Context: an optimization exercise on an open-source flow, tuned for small area and a short achievable clock period. The choices shown serve that exercise and are no tape-out recipe.
Function not checked in this run: the RTL went through the layout flow alone.
The clock port is modelled as an ideal driver; clocking choices that lean on that would not hold on a real chip.
Power is estimated from default activity; no workload was simulated.

==> flow/design.v <==
`timescale 1ns/1ns
module hub75_soc (
    input  logic        core_clk,
    input  logic        arst_n,
    input  logic [31:0] host_addr,
    input  logic [31:0] host_wdata,
    input  logic [3:0]  host_wmask,
    input  logic        host_wen,
    input  logic        host_ren,
    output logic [31:0] host_rdata,
    output logic        host_done,
    output logic        panel_r0,
    output logic        panel_g0,
    output logic        panel_b0,
    output logic        panel_r1,
    output logic        panel_g1,
    output logic        panel_b1,
    output logic        panel_row_a,
    output logic        panel_row_b,
    output logic        panel_row_c,
    output logic        panel_row_d,
    output logic        panel_row_e,
    output logic        panel_clk,
    output logic        panel_stb,
    output logic        panel_oe,
    output logic        led
);
    localparam int WORDS  = 128;
    localparam int GROUPS = 43;    
    logic       mem_hit;
    logic       pp_hit;
    logic [6:0] idx;
    assign mem_hit = ~|host_addr[31:9];
    assign pp_hit  = host_addr[31:2] == 30'h0004_0000;
    assign idx     = host_addr[8:2];
    logic [15:0] dec_lo;
    logic [7:0]  dec_hi;
    for (genvar j = 0; j < 16; j++) begin : g_dlo
        dec4 #(.VAL(j)) u_dec (.a(idx[3:0]), .y(dec_lo[j]));
    end
    for (genvar i = 0; i < 8; i++) begin : g_dhi
        dec3 #(.VAL(i)) u_dec (.a(idx[6:4]), .y(dec_hi[i]));
    end
    logic [WORDS-1:0] sel;
    for (genvar w = 0; w < WORDS; w++) begin : g_sel
        and2 u_sel (.a(dec_hi[w/16]), .b(dec_lo[w%16]), .y(sel[w]));
    end
    logic [3:0] lane_we;
    assign lane_we = host_wmask & {4{host_wen & mem_hit}};
    logic [31:0] word_q [WORDS];
    for (genvar w = 0; w < WORDS; w++) begin : g_word
        for (genvar l = 0; l < 4; l++) begin : g_lane
            logic we;
            and2 u_we (.a(sel[w]), .b(lane_we[l]), .y(we));
            always_ff @(posedge core_clk) begin
                if (we) word_q[w][l*8 +: 8] <= host_wdata[l*8 +: 8];
            end
        end
    end
    logic [31:1] pp_q;
    logic        pp0_n;
    logic [31:0] pp_val;
    assign pp_val = {pp_q, ~pp0_n};
    always_ff @(posedge core_clk or negedge arst_n) begin
        if (!arst_n) begin
            pp0_n <= 1'b1;
        end else if (host_wen && pp_hit && host_wmask[0]) begin
            pp0_n <= ~host_wdata[0];
        end
    end
    always_ff @(posedge core_clk or negedge arst_n) begin
        if (!arst_n) begin
            pp_q <= '0;
        end else if (host_wen && pp_hit) begin
            if (host_wmask[0]) pp_q[7:1]   <= host_wdata[7:1];
            if (host_wmask[1]) pp_q[15:8]  <= host_wdata[15:8];
            if (host_wmask[2]) pp_q[23:16] <= host_wdata[23:16];
            if (host_wmask[3]) pp_q[31:24] <= host_wdata[31:24];
        end
    end
    logic [3*GROUPS-1:0] rd_sel;
    logic [31:0]         rd_in [3*GROUPS];
    logic [31:0]         rd_a_d;
    logic [31:0]         rd_b_d;
    logic [31:0]         rd_a_q;
    logic [31:0]         rd_b_q;
    logic [31:0]         rdata;
    always_comb begin
        rd_sel = '0;
        rd_sel[WORDS-1:0] = sel;
        for (int i = 0; i < 3*GROUPS; i++) rd_in[i] = '0;
        for (int w = 0; w < WORDS; w++) rd_in[w] = word_q[w];
    end
    for (genvar b = 0; b < 32; b++) begin : g_rbit
        logic [43:0] l1_n;    
        logic [10:0] l2;      
        logic [5:0]  l3_n;    
        logic [1:0]  l4;      
        for (genvar g = 0; g < GROUPS - 1; g++) begin : g_l1
            ao222_n u_ao (
                .a0 (rd_in[3*g][b]),   .s0 (rd_sel[3*g]),
                .a1 (rd_in[3*g+1][b]), .s1 (rd_sel[3*g+1]),
                .a2 (rd_in[3*g+2][b]), .s2 (rd_sel[3*g+2]),
                .y  (l1_n[g])
            );
        end
        ao22_n u_ao_last (
            .a0 (rd_in[WORDS-2][b]), .s0 (rd_sel[WORDS-2]),
            .a1 (rd_in[WORDS-1][b]), .s1 (rd_sel[WORDS-1]),
            .y  (l1_n[GROUPS-1])
        );
        assign l1_n[43] = 1'b1;
        for (genvar g = 0; g < 11; g++) begin : g_l2
            nand4 u_n (.a(l1_n[4*g]), .b(l1_n[4*g+1]), .c(l1_n[4*g+2]), .d(l1_n[4*g+3]), .y(l2[g]));
        end
        for (genvar g = 0; g < 5; g++) begin : g_l3
            nor2 u_n (.a(l2[2*g]), .b(l2[2*g+1]), .y(l3_n[g]));
        end
        assign l3_n[5] = ~l2[10];
        nand3 u_l4a (.a(l3_n[0]), .b(l3_n[1]), .c(l3_n[2]), .y(l4[0]));
        nand3 u_l4b (.a(l3_n[3]), .b(l3_n[4]), .c(l3_n[5]), .y(l4[1]));
        assign rd_a_d[b] = (l4[0] & mem_hit) | (pp_val[b] & pp_hit);
        assign rd_b_d[b] = l4[1] & mem_hit;
    end
    always_ff @(posedge core_clk) begin
        rd_a_q <= rd_a_d;
        rd_b_q <= rd_b_d;
    end
    assign rdata = rd_a_q | rd_b_q;
    logic done_q;
    always_ff @(posedge core_clk or negedge arst_n) begin
        if (!arst_n) done_q <= 1'b0;
        else         done_q <= host_ren | host_wen;
    end
    assign host_rdata  = rdata;
    assign host_done   = done_q;
    assign panel_r0    = pp_q[8];
    assign panel_r1    = pp_q[9];
    assign panel_g0    = pp_q[10];
    assign panel_g1    = pp_q[11];
    assign panel_b0    = pp_q[12];
    assign panel_b1    = pp_q[13];
    assign panel_row_a = pp_q[16];
    assign panel_row_b = pp_q[17];
    assign panel_row_c = pp_q[18];
    assign panel_row_d = pp_q[19];
    assign panel_row_e = pp_q[20];
    assign panel_stb   = pp_q[21];
    assign panel_oe    = pp_q[22];
    assign panel_clk   = pp_q[24];
    assign led         = pp0_n;
endmodule
module ao222_n (
    input  logic a0, s0, a1, s1, a2, s2,
    output logic y
);
    assign y = ~((a0 & s0) | (a1 & s1) | (a2 & s2));
endmodule
module ao22_n (
    input  logic a0, s0, a1, s1,
    output logic y
);
    assign y = ~((a0 & s0) | (a1 & s1));
endmodule
module nand4 (
    input  logic a, b, c, d,
    output logic y
);
    assign y = ~(a & b & c & d);
endmodule
module nand3 (
    input  logic a, b, c,
    output logic y
);
    assign y = ~(a & b & c);
endmodule
module nor2 (
    input  logic a, b,
    output logic y
);
    assign y = ~(a | b);
endmodule
module and2 (
    input  logic a, b,
    output logic y
);
    assign y = a & b;
endmodule
module dec4 #(
    parameter int VAL = 0
) (
    input  logic [3:0] a,
    output logic       y
);
    assign y = a == 4'(VAL);
endmodule
module dec3 #(
    parameter int VAL = 0
) (
    input  logic [2:0] a,
    output logic       y
);
    assign y = a == 3'(VAL);
endmodule
==> flow/flow/run.sh <==
#!/bin/bash
# Standard ORFS layout, with the setup-slack margin applied only from clock
# tree synthesis on (with ideal clocks before CTS the margin would make the
# resizer upsize every input-to-register path for nothing), and explicit CTS
# clustering. Each step's full output goes to a log file in this folder.
set -euo pipefail
MARGIN=2.3
bash standard.sh synth > log_synth.txt 2>&1
bash standard.sh floorplan > log_floorplan.txt 2>&1
bash standard.sh place > log_place.txt 2>&1
SETUP_SLACK_MARGIN=$MARGIN \
CTS_ARGS="-sink_clustering_enable -repair_clock_nets -sink_clustering_size 25 -sink_clustering_max_diameter 80" \
  bash standard.sh cts > log_cts.txt 2>&1
SETUP_SLACK_MARGIN=$MARGIN bash standard.sh route > log_route.txt 2>&1
SETUP_SLACK_MARGIN=$MARGIN bash standard.sh finish > log_finish.txt 2>&1
test -f out/final.def
==> flow/standard.sh <==
#!/bin/bash
# synth_recipe.tcl (not shown) runs the flow's synth.tcl, then flattens the netlist and writes it again
# the make line also repeats each setting of config.mk as NAME=value (left out here)
make -C /OpenROAD-flow-scripts/flow DESIGN_CONFIG=/design/flow/config.mk WORK_HOME=/design/flow/orfs CLKGATE_MAP_FILE= SYNTH_SCRIPT=/design/flow/synth_recipe.tcl "${@:-finish}"
==> flow/config.mk <==
export PLATFORM = sky130hd
export DESIGN_NAME = hub75_soc
export DESIGN_NICKNAME = hub75_soc
export VERILOG_FILES = /design/flow/design.v
export SDC_FILE = /design/flow/constraint.sdc
export NUM_CORES = 4
export LEC_CHECK = 0
export CAP_MARGIN = 20
export CORE_MARGIN = 2
export CORE_UTILIZATION = 60
export SLEW_MARGIN = 20
export SYNTH_HIERARCHICAL = 1
export SYNTH_MEMORY_MAX_BITS = 16384
export SYNTH_MINIMUM_KEEP_SIZE = 0
==> flow/constraint.sdc <==
create_clock -name core_clock -period 5.0 [get_ports {core_clk}]
set_input_delay 1.0000 -clock core_clock [delete_from_list [all_inputs] [get_ports {core_clk}]]
set_output_delay 1.0000 -clock core_clock [all_outputs]
set_load 0.01 [all_outputs]
==> summary.txt <==
RD Place Congestion - 0.874
Startpoint types - primary input
Avg Cell Area, Syn - 20.9 um2
Leading area contributor after synthesis - edfxtp_1
Max Cap Viol - 0
Pwr Density - 334 nW/um2
Post-synth EDFFs - 4096
Total grt overflow - 0
Cell area after synthesis - 148000 um2
Drt wl/cell - 36.6 um
Max frequency - 324 MHz
Status - timing/DRC/antenna clean
Fin worst setup slack - 1.91 ns
Final hold vios - 0
DRC - 0
Setup violators final - 0
Reg2reg setup slack - 2.56 ns
CTS root buf - clkbuf_16
Largest net degree at the start of global routing - 118
Worst Path Class, Setup - in2reg
Vias per cell - 7.15
Final core utilization - 70.4%
Die span in y - 501 um
GRT Total Usage - 32.6%
Critical Path AT - 3.83 ns
WP data required - 5.74 ns
M3 GR Usage - 5.00%
Clock Path Buffers - 3
Layout fillers - 15400
Final period util - 61.8%
Post-route ant nets - 0
# rows - 182
Crit path max fanout - 8
Die Wd - 501 um
Synthesis-to-finish area growth - 16.8%
Worst rel slew slack - 21.2%
P_leak - 0.0558 uW
Worst skew pair latency - 0.90 ns
TritonCTS Buffers - 189
Fraction of registers with async set/reset - 0.787%
PortBufs - 117
Core Area - 246000 um2
Fin Clk Skew - 0.0355 ns
Total number of vias - 84000
Met1 Use GR - 49.4%
TritonRoute pass-1 iters - 14
Top cells by area, synth - edfxtp_1 83%, a222oi_1 9.1%, and2_1 2.8%
CTS tree - built
GRT Max-Usage Layer - met2
Worst Setup End Kind - flip-flop
Sequential area share after synthesis - 84.5%
Min-Delay Path Class - in2async
CTS HTree Levels - 4
Met2 Usage GRT - 50.0%
# clock sinks - 4193
Most common cell in the netlist - edfxtp_1
Cells after synthesis - 7076
Synth top area share - 83.1%
Die area - 251000 um2
Starting Density - 60.3%
Top_reg_cell synth - edfxtp_1
Antenna violations before repair - 20
Placed cell count - 11100
Detailed Route WL - 429000 um
Fin nets - 8505
Layout cell share with drive strength beyond 1 - 22.5%
Flops & latches, synth - 4193
Pre-CTS WS - -0.00443 ns
Dpl hpwl - 246000 um
Slew Viols, Final - 0
First-pass GRT wire length - 576000 um
Count of hold-fix buffers inserted at cts - 0
Final Non-Filler Cells - 11700
RSZ-0062 raised after global routing - yes
Initial DRC count - 16900
Final min period - 3.09 ns
Worst IR Drop VDD - 405 uV
Commonest cells in the netlist - 4096 x edfxtp_1, 1344 x a222oi_1, 673 x and2_1, 352 x nand4_1, 193 x nor2_1
IO Pins - 120
Vias in the first global route - 78400
Worst slew pin tran - 1.18 ns
Cell variety after synth - 34
Yosys warning count - 11
Clk pin slew, worst setup/hold paths - 0.10 ns
[flip-flops by register name, summed over array words and instances, names as in the netlist]
register,cells
word_q,4096
done_q,1
pp0_n,1
pp_q,31
rd_b_q,32
rd_a_q,32
[metal layers]
metal	wire, um	vias up
met2	201000	5190
met4	13800	2
met3	48600	497
met1	167000	43500
met5	13	-
li1	-	34700
[worst max-delay path, cell delays in order]
cell and delay [ns]:
buf_8 0.15, buf_8 0.18, nor3b_4 0.10, buf_6 0.14, buf_6 0.11, buf_6 0.11
and2_4 0.19, buf_12 0.16, buf_12 0.15, a222oi_1 0.60, nand4_1 0.33, nor2_1 0.17
nand3_1 0.09, nor2b_1 0.14, a21oi_1 0.14, nor2_1 0.05
[report_power, final]
part / leakage [uW] / internal [uW] / switching, uW
clock network: 0.00261 / 7410 / 10200
registers: 0.0378 / 38500 / 0.111
logic: 0.0154 / 432 / 1230
[placed cells by master (no fill, tap or decap), types with 29 or more instances in the layout]
cell | netlist | final
edfxtp_1 | 4096 | 4096
a222oi_1 | 1344 | 1344
buf_4 | 0 | 634
and2_1 | 673 | 379
nand4_1 | 352 | 352
clkbuf_16 | 0 | 222
buf_12 | 0 | 205
and2_2 | 0 | 166
buf_6 | 0 | 140
and2_4 | 0 | 130
nor2_1 | 193 | 105
clkbuf_1 | 14 | 57
buf_16 | 0 | 51
nor2_2 | 0 | 47
nor2_4 | 0 | 41
inv_1 | 37 | 37
nand3_1 | 64 | 36
or2_4 | 0 | 32
conb_1 | 1 | 32
a22oi_2 | 32 | 32
dfxtp_4 | 0 | 32
dfxtp_1 | 64 | 32
nand3_2 | 1 | 29
[modules after synthesis (local to each module, per instance), excerpt]
module	cell area, um2	copies in the design
hub75_soc	127000	1
ao22_n	12.5	32
ao222_n	10.0	1344
and2	6.26	640
nand4	6.26	352
nand3	5.00	64
nor2	3.75	160
[logic make-up after synthesis]
kind of cell | share of synthesized area (%)
muxes | 0.260
DFF | 84.5
other | 0.00253
and+or+nand+nor | 5.67
AOI/OAI and AO/OA | 9.46
buffers and inverters | 0.129
[stage by stage]
step	area, um2	hold slack (ns)	setup TNS, ns	total power, uW
2_1_floorplan	148000	0.458	0	39600
3_3_place_gp	160000	0.470	0	40600
3_5_place_dp	160000	0.476	-0.00443	40700
4_1_cts	170000	0.185	0	57800
5_1_grt	173000	0.251	0	59100
6_report	173000	0.228	0	57700
[path summary, 6_finish.rpt]
kind / startpoint / to / cells past startpoint
max in group asynchronous: arst_n / pp_q[9] / 1
min in group core_clock: host_wdata[20] / word_q[75][20] / 1
worst min-delay path: arst_n / pp_q[13] / 1
worst min register to register: pp_q[26] / pp_q[26] / 1
worst max register to register: word_q[51][3] / rd_a_q[3] / 8
worst max-delay path: host_addr[7] / rd_a_q[25] / 16
[layout make-up]
cell class | count | area [um2] | area share (%)
sequential | 4193 | 125000 | 72.4
multi-input combinational | 2869 | 24300 | 14.1
timing repair buffer | 1143 | 13900 | 8.01
clock buffer | 252 | 5090 | 2.94
tap | 3220 | 4030 | 2.33
clock inverter | 26 | 305 | 0.176
inverter | 37 | 139 | 0.0803
antenna | 7 | 17.5 | 0.0101
[what timing repair did]
item | 4_1_cts | 5_1_grt
pin swaps | 236 | 263
setup buffers | 166 | 115
setup endpoints to repair | 4239 | 3855
resized for setup | 822 | 390
cloned | 69 | 33

static timing again, ports no longer ideal:
Ports are ideal in the flow. The routed layout listed here was re-timed in OpenROAD. Step 1 (the two cells are an assumption about what drives the block):
set clk [get_ports {core_clk}]
set_driving_cell -lib_cell sky130_fd_sc_hd__clkbuf_16 $clk
set_driving_cell -lib_cell sky130_fd_sc_hd__buf_2 [delete_from_list [all_inputs] $clk]
Step 2, shift: input delay + t, output delay - t, t = (earliest + latest rising clock arrival at the registers) / 2. This alone moves slack from input paths to output paths. Three values: no drivers, after step 1, after step 2; two values: the first two.
shift t [ns]: 0.978
slack for setup (ns): 1.911 / 1.953 / 0.974
worst hold slack (ns): 0.228 / 0.154 / 0.495
After both steps setup and hold are still met in this run. For this run, drivers alone change the setup slack by +0.042 ns; drivers and shift together by -0.937 ns.
